Background: an optimization exercise with open tools, aiming at small area. Do not read the settings as production practice. In this exercise RTL edits were held to simulation tests only and were not proved equivalent to the original. No activity file was given, so power comes from the tool's default toggle rates. The clock port is modelled as an ideal driver; clocking choices that lean on that would not hold on a real chip.

Setup of main:
## pcSequencer
module pcSequencer (
	input  logic        clk,
	input  logic        rst,
	input  logic        instrValid,
	input  logic [31:0] instr,
	input  logic        aluValid,
	input  logic [4:0]  aluDest,
	input  logic [31:0] aluData,
	input  logic        aluCarry,
	output logic        nextPcValid,
	output logic [31:0] nextPc,
	output logic        branchTaken
);
Settings: LEC_CHECK=0, CAP_MARGIN=20, CORE_MARGIN=2, CORE_UTILIZATION=40, SLEW_MARGIN=20, SYNTH_HIERARCHICAL=1; clock period 8.0 ns.
standard.sh (not shown) runs the stock make flow with config.mk's settings and CLKGATE_MAP_FILE= SYNTH_SCRIPT=/design/flow/synth_recipe.tcl, a recipe that flattens the netlist after the stock synthesis.
==> flow/flow/run.sh <==
#!/bin/bash
# Standard ORFS layout with three changes: port buffers use the smallest
# buffer, clock tree sinks are clustered in larger groups without dummy
# loads, and non-critical cells are downsized after global routing.
set -euo pipefail
cd "$(dirname "$0")/.."
bash standard.sh \
	"BUFFER_PORTS_ARGS=-buffer_cell sky130_fd_sc_hd__buf_1" \
	"CTS_ARGS=-sink_clustering_enable -repair_clock_nets -dont_use_dummy_load -sink_clustering_size 25 -sink_clustering_max_diameter 60" \
	"RECOVER_POWER=100" \
	finish > flow_make.log 2>&1
main -> stages 100% | layout checks FAIL | max-capacitance violations, max-slew violations
Inputs modified between main and the feature branch:
- putting CTS_CLUSTER_DIAMETER at 60 where nothing was set
- putting CTS_CLUSTER_SIZE at 25 where nothing was set
==> flow/run.sh (new file) <==
#!/bin/bash
# synth_recipe.tcl (not shown) runs the flow's synth.tcl, then flattens the netlist and writes it again
# the make line also repeats each setting of config.mk as NAME=value (left out here)
make -C /OpenROAD-flow-scripts/flow DESIGN_CONFIG=/design/flow/config.mk WORK_HOME=/design/flow/orfs CLKGATE_MAP_FILE= SYNTH_SCRIPT=/design/flow/synth_recipe.tcl finish
removed: flow/flow/run.sh
removed: flow/standard.sh
[summary]
The feature branch finished end to end and its layout was clean on timing, DRC and antenna.
The feature branch ended up with a lower global-route usage than main did.
From main to the feature branch the numbers moved as follows: critical path arrival shows a reduction of 1390 ps, minimum setup slack after placement -220 ps, total area of multi-input combinational cells increased by 5.0% relative to the old numbers, wire length of the first global-routing pass moved down, maximum frequency from static timing analysis increased by about 40% relative to the old numbers.
Sort main and the feature branch by non-clock buffer count desc -> top: the feature branch
The feature branch ended up with sky130_fd_sc_hd__nor3_1 as its slowest cell on the critical path; main ended up with sky130_fd_sc_hd__clkbuf_1.
in -> reg as the critical path class was reported by main, and reg -> reg by the feature branch.

* * *

== build 90 ==
Another version of the RTL of pcSequencer (not shown whole).
For scale: roughly 2300 cells after synthesis, about 0.041 sq mm of cells after synthesis.
// pcSequencer
module pcSequencer (
	input  logic        clk,
	input  logic        rst,
	input  logic        instrValid,
	input  logic [31:0] instr,
	input  logic        aluValid,
	input  logic [4:0]  aluDest,
	input  logic [31:0] aluData,
	input  logic        aluCarry,
	output logic        nextPcValid,
	output logic [31:0] nextPc,
	output logic        branchTaken
);
clock: 8.0 ns
lec_check: 0
cap_margin: 20
core_margin: 2
core_utilization: 55
cts_cluster_diameter: 60
cts_cluster_size: 25
place_density: 0.7
slew_margin: 20
synth_hierarchical: 1
run.sh (not shown) runs the stock make flow with config.mk's settings and CLKGATE_MAP_FILE= SYNTH_SCRIPT=/design/flow/synth_recipe.tcl, a recipe that flattens the netlist after the stock synthesis.
Stock flow here: none of the scripts above is used.
#### Input delta (build 36 over build 90)
- PLACE_DENSITY changed from 0.7 to 0.75
- CORE_UTILIZATION changed from 55 to 60
- CTS_CLUSTER_SIZE removed (was 25)
- CTS_CLUSTER_DIAMETER removed (was 60)
==> flow/flow/run.sh (new file) <==
#!/bin/bash
# Standard ORFS layout with two changes: port buffers use the smallest
# buffer, and clock tree sinks are clustered in larger groups without
# dummy loads.
set -euo pipefail
cd "$(dirname "$0")/.."
bash standard.sh \
	"BUFFER_PORTS_ARGS=-buffer_cell sky130_fd_sc_hd__buf_1" \
	"CTS_ARGS=-sink_clustering_enable -repair_clock_nets -dont_use_dummy_load -sink_clustering_size 28 -sink_clustering_max_diameter 80" \
	finish > flow_make.log 2>&1
==> flow/standard.sh (new file) <==
#!/bin/bash
# synth_recipe.tcl (not shown) runs the flow's synth.tcl, then flattens the netlist and writes it again
# the make line also repeats each setting of config.mk as NAME=value (left out here)
make -C /OpenROAD-flow-scripts/flow DESIGN_CONFIG=/design/flow/config.mk WORK_HOME=/design/flow/orfs CLKGATE_MAP_FILE= SYNTH_SCRIPT=/design/flow/synth_recipe.tcl "${@:-finish}"
removed: flow/run.sh
==> comparison <==
The standard cells in build 36 occupy less silicon area than those in build 90 do. Fraction of final layout cells sized beyond drive strength 1 in build 36 vs build 90: down 2.0 points. Build 36 vs build 90: per-cell via count in the routed design up by a few percent. Compared with build 90, build 36 shows slack of the critical path higher by 0.24 ns.
diff inputs: build 36 => build 49
- a deleted PLACE_DENSITY that had been 0.75
- a change of CORE_UTILIZATION from 60 to 40
==> comparison <==
Note that the count of plain and timing-repair buffers recorded for build 36 amounts to 1.05 times the value seen in build 49.
Relative to build 36, routed length per instance has decreased by 8.5% in build 49.
Summary: with build 36 as the reference, wire length reported by the detailed router in build 49 moved up by a few percent.
Compared with build 36, build 49 shows a higher number of cells in the finished layout apart from fillers.
Build 49 ends up with a register share of the cell area that is 1.1 points lower than in build 36.
Build 49 and build 36 ended up with nearly the same sequential power.
The following lists how build 81 was set up differently from build 49:
- setting PLACE_DENSITY to 0.85 for the first time
- changing CORE_UTILIZATION from 40 to 70
Results
Changes observed in build 81 relative to build 49: average wire length per cell after detail routing now larger, met2 global-route usage now larger.
Between build 81 and build 49, the difference in leakage power of the design is negligible.
Build 81 ended with every stage complete and zero timing, DRC or antenna violations.
Diff build 49 -> build 81: register-to-register slack decreased by 0.22 ns relative to the old numbers; final cycle utilization of the critical path increased by 2.7 points relative to the old numbers.

* * *

yarrow:
Another version of the RTL of pcSequencer (not shown whole).
Size: roughly 110 I/O pins, about 40000 sq um of cells after synthesis.
clock: 8.0 ns
lec_check: 0
cap_margin: 0
core_margin: 2
core_utilization: 60
place_density: 0.75
slew_margin: 0
synth_hierarchical: 1
standard.sh (not shown) runs the stock make flow with config.mk's settings and CLKGATE_MAP_FILE= SYNTH_SCRIPT=/design/flow/synth_recipe.tcl, a recipe that flattens the netlist after the stock synthesis.
==> flow/flow/run.sh <==
#!/bin/bash
# Standard ORFS layout with two changes: port buffers use the smallest
# buffer, and clock tree sinks are clustered in larger groups without
# dummy loads.
set -euo pipefail
cd "$(dirname "$0")/.."
bash standard.sh \
	"BUFFER_PORTS_ARGS=-buffer_cell sky130_fd_sc_hd__buf_1" \
	"CTS_ARGS=-sink_clustering_enable -repair_clock_nets -dont_use_dummy_load -sink_clustering_size 30 -sink_clustering_max_diameter 80" \
	finish > flow_make.log 2>&1
diff inputs: yarrow => amber
Settings: SLEW_MARGIN now 20, was 0; CAP_MARGIN now 20, was 0.
Share of final layout cell area taken by clock buffers and inverters of amber is on par with yarrow. ~same total wire length after detailed routing in amber and yarrow. Fraction of the cycle the final worst path needs (amber over yarrow): increase, 0.63 points. amber reports its capturing element of the worst setup path as pcRegN[31]$_DFF_P_ while yarrow reports pcRegN[30]$_DFF_P_. Setup slack in amber is smaller than in yarrow. Between amber and yarrow, the difference in share of power burned in combinational logic is negligible.

port drivers added, routing unchanged:
The flow's constraints put no driver on any port. The routed layouts listed below were extracted and timed again, unchanged, in two steps.
Step 1 (the two cells are an assumption about what drives the block):
set clk [get_ports {clk}]
set_driving_cell -lib_cell sky130_fd_sc_hd__clkbuf_16 $clk
set_driving_cell -lib_cell sky130_fd_sc_hd__buf_2 [delete_from_list [all_inputs] $clk]
Step 2 adds t to the input delays and takes it off the output delays; t is the mean of the earliest and latest rising clock arrival at the registers after step 1. Input paths then give back, and output paths get back, about the clock's delay inside the block.
Three values: ideal, step 1, step 2; two values: the first two.
run	t (ns)	setup slack, ns	clock arrival spread, ns
main	0.695	1.821 / 1.836 / 1.141	0.113 / 0.113
the feature branch	0.728	3.555 / 3.555 / 3.455	0.052 / 0.051
build 90	0.715	3.303 / 3.303 / 3.303	0.044 / 0.044
build 36	0.706	3.539 / 3.539 / 3.507	0.037 / 0.037
build 49	0.683	3.250 / 3.250 / 3.250	0.063 / 0.063
build 81	0.667	3.035 / 3.035 / 3.035	0.095 / 0.095
yarrow	0.679	1.533 / 1.533 / 1.533	0.063 / 0.063
amber	0.681	1.483 / 1.483 / 1.483	0.044 / 0.044
For main, which loses most, drivers alone change the setup slack by +0.015 ns; drivers and shift together by -0.680 ns.
